Source: an optimization exercise on an open RTL-to-GDS flow (aim: a short achievable clock period and few clock cycles per item). Production flows keep margins and buffers that such runs may drop. In this exercise RTL edits were held to simulation tests only and were not proved equivalent to the original. No activity file was given, so power comes from the tool's default toggle rates.

==> inputs of build 62 <==
Design core_issue_top, start of the top module:
module core_issue_top (
    input  logic                   clk,
    input  logic                   rst,
    input  logic                   instr_valid,
    input  logic [31:0]            instr_word,
    input  logic                   flush,
    output logic                   stall,
    output logic                   wb_valid,
    output logic [5-1:0] wb_rd,
    output logic [32-1:0]       wb_data
);
    logic                     dec_push;
    core_pkg::decoded_instr_t dec_instr;
    core_pkg::decoded_instr_t iq_head;
    logic                     iq_valid;
    logic                     iq_pop;
    logic                     in_v;
    core_pkg::decoded_instr_t in_d;
    instr_decoder u_decoder (
        .rst         (rst),
        .instr_valid (instr_valid),
        .instr_word  (instr_word),
        .flush       (flush),
        .dec_push    (dec_push),
        .dec_instr   (dec_instr)
    );
    always_ff @(posedge clk) begin
        in_v <= dec_push;
        in_d <= dec_instr;
    end
    instr_queue u_queue (
        .clk        (clk),
        .rst        (rst),
        .clear      (flush),
        .push       (in_v && !flush),
        .offer      (instr_valid && !flush),
        .wr_data    (in_d),
        .pop        (iq_pop),
        .rd_data    (iq_head),
        .head_valid (iq_valid),
        .stall      (stall)
    );
    instruction_issue u_issue (
        .clk        (clk),
        .rst        (rst),
        .head_valid (iq_valid),
        .h          (iq_head),
        .iq_pop     (iq_pop),
        .wb_valid   (wb_valid),
        .wb_rd      (wb_rd),
        .wb_data    (wb_data)
    );
endmodule
clock: 7.0 ns
lec_check: 0
abc_clock_period_in_ps: 2500
cap_margin: 20
core_margin: 2
core_utilization: 55
place_density: 0.68
setup_slack_margin: 4.4
slew_margin: 20
tns_end_percent: 20
run.sh (not shown) runs the stock make flow with config.mk's settings and CLKGATE_MAP_FILE= SYNTH_SCRIPT=/design/flow/synth_recipe.tcl, a recipe that flattens the netlist after the stock synthesis.
==> trial 70: changes against build 62 <==
--- a/flow/design.v
+++ b/flow/design.v
@@ -73,108 +73,61 @@
     output logic                     head_valid,
     output logic                     stall
 );
     localparam int B  = 8;
     localparam int PW = $clog2(B);
     localparam int D  = B + 1;
     localparam int CW = $clog2(D + 1);
-    localparam int W  = core_pkg::DEC_INSTR_W;
-    logic [B-1:0][W-1:0] mem;
-    logic [B-1:0]  mst;       
+    logic [B-1:0][core_pkg::DEC_INSTR_W-1:0] mem;
     logic [PW-1:0] rd_ptr, wr_ptr;
     logic [PW:0]   bcnt;
     logic [CW-1:0] cnt, cnt_next;
-    logic          hv, hm;
-    logic [W-1:0]  head;
+    logic          hv;
+    logic [core_pkg::DEC_INSTR_W-1:0] head;
     logic          take, b_empty, to_buf;
     assign rd_data    = head;
     assign head_valid = hv;
     assign take    = pop || !hv;
     assign b_empty = (bcnt == '0);
     assign to_buf  = push && !(take && b_empty);
-    core_pkg::decoded_instr_t l1, l2, x;
-    logic          l1_inv;    
-    logic [PW-1:0] wp1;       
-    logic          swap;
-    assign x   = wr_data;
-    assign swap = push && (bcnt >= 2) && !l1_inv &&
-                  l2.is_mul && ((l1.rs1 == l2.rd) || (l1.rs2 == l2.rd)) &&
-                  !l1.is_div && !x.is_div &&
-                  (x.rs1 != l2.rd) && (x.rs2 != l2.rd) &&
-                  (x.rs1 != l1.rd) && (x.rs2 != l1.rd) &&
-                  (x.rd != l1.rs1) && (x.rd != l1.rs2) && (x.rd != l1.rd);
-    logic keep_h, keep_b;
-    assign keep_h = hv && !pop && hm;
-    assign keep_b = take && !b_empty && mst[rd_ptr];
     always_comb begin
         cnt_next = cnt;
         if (push && !pop)
             cnt_next = cnt + 1'b1;
         else if (!push && pop)
             cnt_next = cnt - 1'b1;
     end
     always_ff @(posedge clk) begin
-        if (rst) begin
+        if (rst || clear) begin
             hv     <= 1'b0;
-            hm     <= 1'b0;
             bcnt   <= '0;
             rd_ptr <= '0;
             wr_ptr <= '0;
-            wp1    <= '1;
             cnt    <= '0;
             stall  <= 1'b0;
-        end else if (clear) begin
-            hv     <= keep_h || keep_b;
-            hm     <= keep_h || keep_b;
-            bcnt   <= '0;
-            rd_ptr <= '0;
-            wr_ptr <= '0;
-            wp1    <= '1;
-            cnt    <= (keep_h || keep_b) ? CW'(1) : '0;
-            stall  <= 1'b0;
         end else begin
             cnt   <= cnt_next;
             stall <= (cnt_next >= CW'(D)) || (offer && (cnt_next >= CW'(D - 1)));
-            if (take) begin
+            if (take)
                 hv <= !b_empty || push;
-                hm <= !b_empty && mst[rd_ptr];
-            end
             if (take && !b_empty)
                 rd_ptr <= rd_ptr + 1'b1;
-            if (to_buf) begin
+            if (to_buf)
                 wr_ptr <= wr_ptr + 1'b1;
-                wp1    <= wr_ptr;
-            end
             if (to_buf && !(take && !b_empty))
                 bcnt <= bcnt + 1'b1;
             else if (!to_buf && take && !b_empty)
                 bcnt <= bcnt - 1'b1;
         end
     end
     always_ff @(posedge clk) begin
-        if (clear) begin
-            if (keep_b)
-                head <= mem[rd_ptr];
-        end else if (take) begin
+        if (take)
             head <= b_empty ? wr_data : mem[rd_ptr];
-        end
-        if (push) begin
-            l1     <= swap ? l1 : wr_data;
-            l1_inv <= swap;
-            l2     <= swap ? wr_data : l1;
-        end
-        if (swap) begin
-            mem[wp1]    <= wr_data;
-            mst[wp1]    <= 1'b0;
-            mem[wr_ptr] <= l1;
-            mst[wr_ptr] <= 1'b1;
-        end else if (push) begin
+        if (push)
             mem[wr_ptr] <= wr_data;
-            mst[wr_ptr] <= 1'b0;
-        end
     end
 endmodule
 `timescale 1ns/10ps
 import core_pkg::*;
 module instruction_issue (
     input  logic                     clk,
     input  logic                     rst,
@@ -282,16 +235,17 @@
         ma_q   <= m_a;
         mb_q   <= m_b;
         p2_mul <= e1_mul;
         p2_rd  <= e1_rd;
         p2_res <= alu_out;
     end
     logic [32-1:0] sum, dif;
-    assign sum = a_q + b_q;
-    assign dif = a_q - b_q;
+    logic             sum_c, dif_c;
+    ks_add #(.W(32)) u_add (.a(a_q), .b(b_q), .cin(1'b0), .s(sum), .cout(sum_c));
+    ks_add #(.W(32)) u_sub (.a(a_q), .b(~b_q), .cin(1'b1), .s(dif), .cout(dif_c));
     assign alu_out = ({32{o_add}} & sum) | ({32{o_sub}} & dif) |
                      ({32{o_and}} & (a_q & b_q)) | ({32{o_or}} & (a_q | b_q)) |
                      ({32{o_xor}} & (a_q ^ b_q));
     mul_booth u_mul (
         .clk (clk),
         .a   (ma_q),
         .b   (mb_q),
@@ -2253,15 +2207,16 @@
         s1_31_0 <= fc707;
         s1_31_1 <= fc709;
         s1_31_2 <= fs710;
         s1_31_3 <= fs711;
     end
     assign row0 = {fc750, fc748, fc746, fc753, fs752, fs743, fc727, fc725, fc723, fc721, fc719, fc717, fc742, fs741, fs714, s1_16_0, s1_15_0, s1_14_0, fc713, fs712, s1_11_0, s1_10_0, s1_9_0, s1_8_0, s1_7_0, s1_6_0, s1_5_0, s1_4_0, s1_3_0, s1_2_0, s1_1_0, s1_0_0};
     assign row1 = {fs751, fs749, fs747, fs745, 1'b0, 1'b0, fs728, fs726, fs724, fs722, fs720, fs718, fs716, 1'b0, 1'b0, s1_16_1, s1_15_1, s1_14_1, s1_13_0, 1'b0, 1'b0, s1_10_1, s1_9_1, 1'b0, 1'b0, s1_6_1, 1'b0, 1'b0, 1'b0, 1'b0, 1'b0, s1_0_1};
-    assign y = row0 + row1;
+    logic        y_c;
+    ks_add #(.W(32)) u_cpa (.a(row0), .b(row1), .cin(1'b0), .s(y), .cout(y_c));
 endmodule
 `timescale 1ns/10ps
 import core_pkg::*;
 module core_issue_top (
     input  logic                   clk,
     input  logic                   rst,
     input  logic                   instr_valid,
@@ -2274,34 +2229,34 @@
 );
     logic                     dec_push;
     core_pkg::decoded_instr_t dec_instr;
     core_pkg::decoded_instr_t iq_head;
     logic                     iq_valid;
     logic                     iq_pop;
     logic                     in_v;
-    core_pkg::decoded_instr_t in_d;
+    logic [31:0]              in_w;
+    always_ff @(posedge clk) begin
+        in_v <= instr_valid && !flush && !rst;
+        in_w <= instr_word;
+    end
     instr_decoder u_decoder (
         .rst         (rst),
-        .instr_valid (instr_valid),
-        .instr_word  (instr_word),
+        .instr_valid (in_v),
+        .instr_word  (in_w),
         .flush       (flush),
         .dec_push    (dec_push),
         .dec_instr   (dec_instr)
     );
-    always_ff @(posedge clk) begin
-        in_v <= dec_push;
-        in_d <= dec_instr;
-    end
     instr_queue u_queue (
         .clk        (clk),
         .rst        (rst),
         .clear      (flush),
-        .push       (in_v && !flush),
+        .push       (dec_push),
         .offer      (instr_valid && !flush),
-        .wr_data    (in_d),
+        .wr_data    (dec_instr),
         .pop        (iq_pop),
         .rd_data    (iq_head),
         .head_valid (iq_valid),
         .stall      (stall)
     );
     instruction_issue u_issue (
         .clk        (clk),
==> qor summary <==
metric	build 62	trial 70
Number of sinks on the clock net	2052	1993
Final nets	11990	11260
Ant. Diodes	22	31
Result of the run	timing/DRC/antenna clean	timing/DRC/antenna clean
Power dissipated in combinational cells	55.0 mW	3.45 mW
Placer's final routability congestion estimate	0.9936	1.031
Post-synthesis sequential element count	2052	1993
Post-route met1 wirelength	166100 um	162600 um
Share of the clock period used by the worst path	0.5231	0.5193
Gr usage total	0.4003	0.4112
Inserted Clock Buffers	218	209
Capture point of the critical path	u_issue.u_div.ga[29]	u_issue.u_mul.s1_18_1
Net Sw Frac	0.4522	0.2588
Number of global-route vias before repair	99650	92420
Testbench counts of build 62, summed over its fixed seeds: cycles 16,536, instrs 16,000.
Testbench counts of trial 70, summed over its fixed seeds: cycles 16,737, instrs 16,000.

## static timing again, ports no longer ideal
How much do the figures lean on ideal ports? The routed layouts below were timed once more, with nothing changed but the port constraints.
Step 1 (the two cells are an assumption about what drives the block):
set clk [get_ports {clk}]
set_driving_cell -lib_cell sky130_fd_sc_hd__clkbuf_16 $clk
set_driving_cell -lib_cell sky130_fd_sc_hd__buf_2 [delete_from_list [all_inputs] $clk]
Step 2 moves the port delays by t, midway between the first and last clock arrival at a register: inputs arrive t later, outputs are due t later. That takes back most of the time a late clock gives input paths.
Three values: ideal ports, drivers, drivers and shift; two values: the first two.
| run | shift t [ns] | setup slack, ns | worst setup path after step 2 | clock arrival spread, ns | slew at the worst register clock pin (ns) |
|---|---|---|---|---|---|
| build 62 | 0.991 | 3.338 / 3.338 / 3.045 | input to register | 0.102 / 0.102 | 0.07 / 0.07 |
| trial 70 | 0.998 | 3.365 / 3.365 / 3.015 | input to register | 0.097 / 0.097 | 0.07 / 0.07 |
After both steps setup and hold are still met in every run listed. The setup slack of trial 70, which loses most, moves by 0.000 ns with the drivers and by -0.350 ns with both steps.
